From an optimization exercise on the open Yosys and OpenROAD flow, aimed at small area, a short achievable clock period and few clock cycles per item; shortcuts taken in it are not production practice. Only simulation tests tie the RTL to the original design; equivalence was not proved. Power is estimated from default activity; no workload was simulated.

alpha:
==> flow/design.v (excerpt) <==
module pi_speed_controller_with_position_core #(
    parameter int GEAR_MODULUS   = pisc_pkg::GEAR_MODULUS_DEF,
    parameter int INTEGRAL_LIMIT = pisc_pkg::INTEGRAL_LIMIT_DEF
) (
    input  logic                          i_clk,
    input  logic                          i_rst_n,
    input  logic                          i_s_tvalid,
    output logic                          o_s_tready,
    input  logic [pisc_pkg::IN_W-1:0]     i_s_tdata,
    output logic                          o_m_tvalid,
    input  logic                          i_m_tready,
    output logic [pisc_pkg::OUT_W-1:0]    o_m_tdata,
    input  logic                          psel,
    input  logic                          penable,
    input  logic                          pwrite,
    input  logic [pisc_pkg::APB_AW-1:0]   paddr,
    input  logic [pisc_pkg::APB_DW-1:0]   pwdata,
    output logic [pisc_pkg::APB_DW-1:0]   prdata,
    output logic                          pready
);
clock: 10.0 ns
lec_check: 0
cap_margin: 10
core_margin: 2
core_utilization: 60
cts_buf_list: sky130_fd_sc_hd__clkbuf_16
cts_cluster_diameter: 90
cts_cluster_size: 24
setup_slack_margin: 5.0
slew_margin: 10
tns_end_percent: 5
standard.sh (not shown) runs the stock make flow with config.mk's settings and CLKGATE_MAP_FILE= SYNTH_SCRIPT=/design/flow/synth_recipe.tcl, a recipe that flattens the netlist after the stock synthesis.
==> flow/flow/run.sh <==
#!/bin/bash
# The standard layout, with plain buf_1 cells as the port buffers (the
# standard flow's buffer_ports picks a slow delay cell for them).
set -euo pipefail
export BUFFER_PORTS_ARGS="-buffer_cell sky130_fd_sc_hd__buf_1"
bash standard.sh > standard.log 2>&1
Testbench counts of alpha, summed over its fixed seeds: cycles 2,080, items 2,048.
The following lists how beta was set up differently from alpha:
Settings: swapping 24 for 20 in CTS_CLUSTER_SIZE; swapping 10 for 20 in CAP_MARGIN; swapping 90 for 80 in CTS_CLUSTER_DIAMETER; clearing TNS_END_PERCENT, which used to be 5; swapping 10 for 20 in SLEW_MARGIN.
- beta finished every stage and its layout cleared the timing, design-rule and antenna checks.
- Delta (beta minus alpha): proportion of cell area occupied by registers lower; via count of the routed design higher.
- On placed wire-length estimate, beta does worse than alpha.
- End point of the critical path = prdata[1]: beta; end point of the critical path = r_btwo3[1]: alpha

---

## run X
Starting RTL as in the previous note.
==> flow/config.mk <==
export PLATFORM = sky130hd
export DESIGN_NAME = pi_speed_controller_with_position_core
export DESIGN_NICKNAME = pi_speed_controller_with_position_core
export VERILOG_FILES = /design/flow/design.v
export SDC_FILE = /design/flow/constraint.sdc
export NUM_CORES = 4
export LEC_CHECK = 0
export CAP_MARGIN = 10
export CORE_MARGIN = 2
export CORE_UTILIZATION = 60
export CTS_BUF_LIST = sky130_fd_sc_hd__clkbuf_16
export CTS_CLUSTER_DIAMETER = 80
export CTS_CLUSTER_SIZE = 20
export SETUP_SLACK_MARGIN = 5.0
export SLEW_MARGIN = 10
export TNS_END_PERCENT = 5
==> flow/constraint.sdc <==
create_clock -name core_clock -period 10.0 [get_ports {i_clk}]
set_input_delay 2.0000 -clock core_clock [delete_from_list [all_inputs] [get_ports {i_clk}]]
set_output_delay 2.0000 -clock core_clock [all_outputs]
set_load 0.01 [all_outputs]
Scripts as last shown in full above: flow/flow/run.sh
Testbench counts of run X, summed over its fixed seeds: cycles 2,080, items 2,048.
What run G does differently from run X at the input level:
- SLEW_MARGIN changed from 10 to 20
- CAP_MARGIN changed from 10 to 20
- TNS_END_PERCENT changed from 5 to 20
- CORE_UTILIZATION changed from 60 to 65
- PLACE_DENSITY newly set to 0.7
--- outcome ---
- Re post-route clock skew: run X was lower than run G.
- Run G has count of cells resized by post-cts repair below what run X had.
- Run G against run X: data-path buffer share of cell area in the final layout barely changed; sequential share of layout area barely changed.
- The setup slack of run G is smaller than that of run X.

---

pi_speed_controller_with_position_core again, from the RTL that the note above started with.
export LEC_CHECK = 0
export CAP_MARGIN = 10
export CORE_MARGIN = 2
export CORE_UTILIZATION = 60
export CTS_BUF_LIST = sky130_fd_sc_hd__clkbuf_16
export CTS_CLUSTER_DIAMETER = 100
export CTS_CLUSTER_SIZE = 26
export SETUP_SLACK_MARGIN = 5.0
export SLEW_MARGIN = 10
create_clock -name core_clock -period 10.0 [get_ports {i_clk}]
Scripts as last shown in full above: flow/flow/run.sh
Testbench counts at the start, summed over its fixed seeds: cycles 2,080, items 2,048.
Next try:
Settings changed: CAP_MARGIN 10 to 20, CTS_CLUSTER_DIAMETER 100 to 80, CTS_CLUSTER_SIZE 26 to 20, SLEW_MARGIN 10 to 20, TNS_END_PERCENT from default to 20.
Wire length decreases by 1.8%.
Synthesized cell count is unchanged.
Design area goes down by 0.54%.
Utilization drops by 0.36 points.
First-iteration DRC count went up by 6.2%.
Total power increases by 1.4%.
Via count shrinks by 1.0%.

## static timing again, ports no longer ideal
Ports are ideal in the flow. The routed layouts listed here were re-timed in OpenROAD.
Step 1 sets driving cells, clkbuf_16 on the clock port and buf_2 on the other inputs (assumed; they add their load-dependent delay and slew).
Step 2 adds t to the input delays and takes it off the output delays; t is the mean of the earliest and latest rising clock arrival at the registers after step 1. Input paths then give back, and output paths get back, about the clock's delay inside the block.
Slacks: ideal ports / drivers / drivers and shift; pairs: ideal ports / drivers.
run	shift t [ns]	setup WS [ns]	worst hold slack (ns)	worst register clock-pin slew, ns	cell pins on the clock port's net
alpha	0.617	5.054 / 5.042 / 4.765	0.418 / 0.418 / 0.418	0.10 / 0.10	1
beta	0.621	5.086 / 5.061 / 4.782	0.407 / 0.407 / 0.407	0.09 / 0.09	1
run X	0.635	5.066 / 5.041 / 4.761	0.409 / 0.409 / 0.409	0.09 / 0.09	1
run G	0.627	5.054 / 5.045 / 4.729	0.402 / 0.402 / 0.402	0.09 / 0.09	1
the first run of note 3	0.617	5.019 / 5.019 / 4.782	0.409 / 0.409 / 0.409	0.11 / 0.11	1
the second run of note 3	0.633	5.102 / 5.077 / 4.671	0.415 / 0.415 / 0.415	0.09 / 0.09	1
After both steps every run listed still meets setup and hold. For the second run of note 3, which loses most, drivers alone change the setup slack by -0.025 ns; drivers and shift together by -0.431 ns.
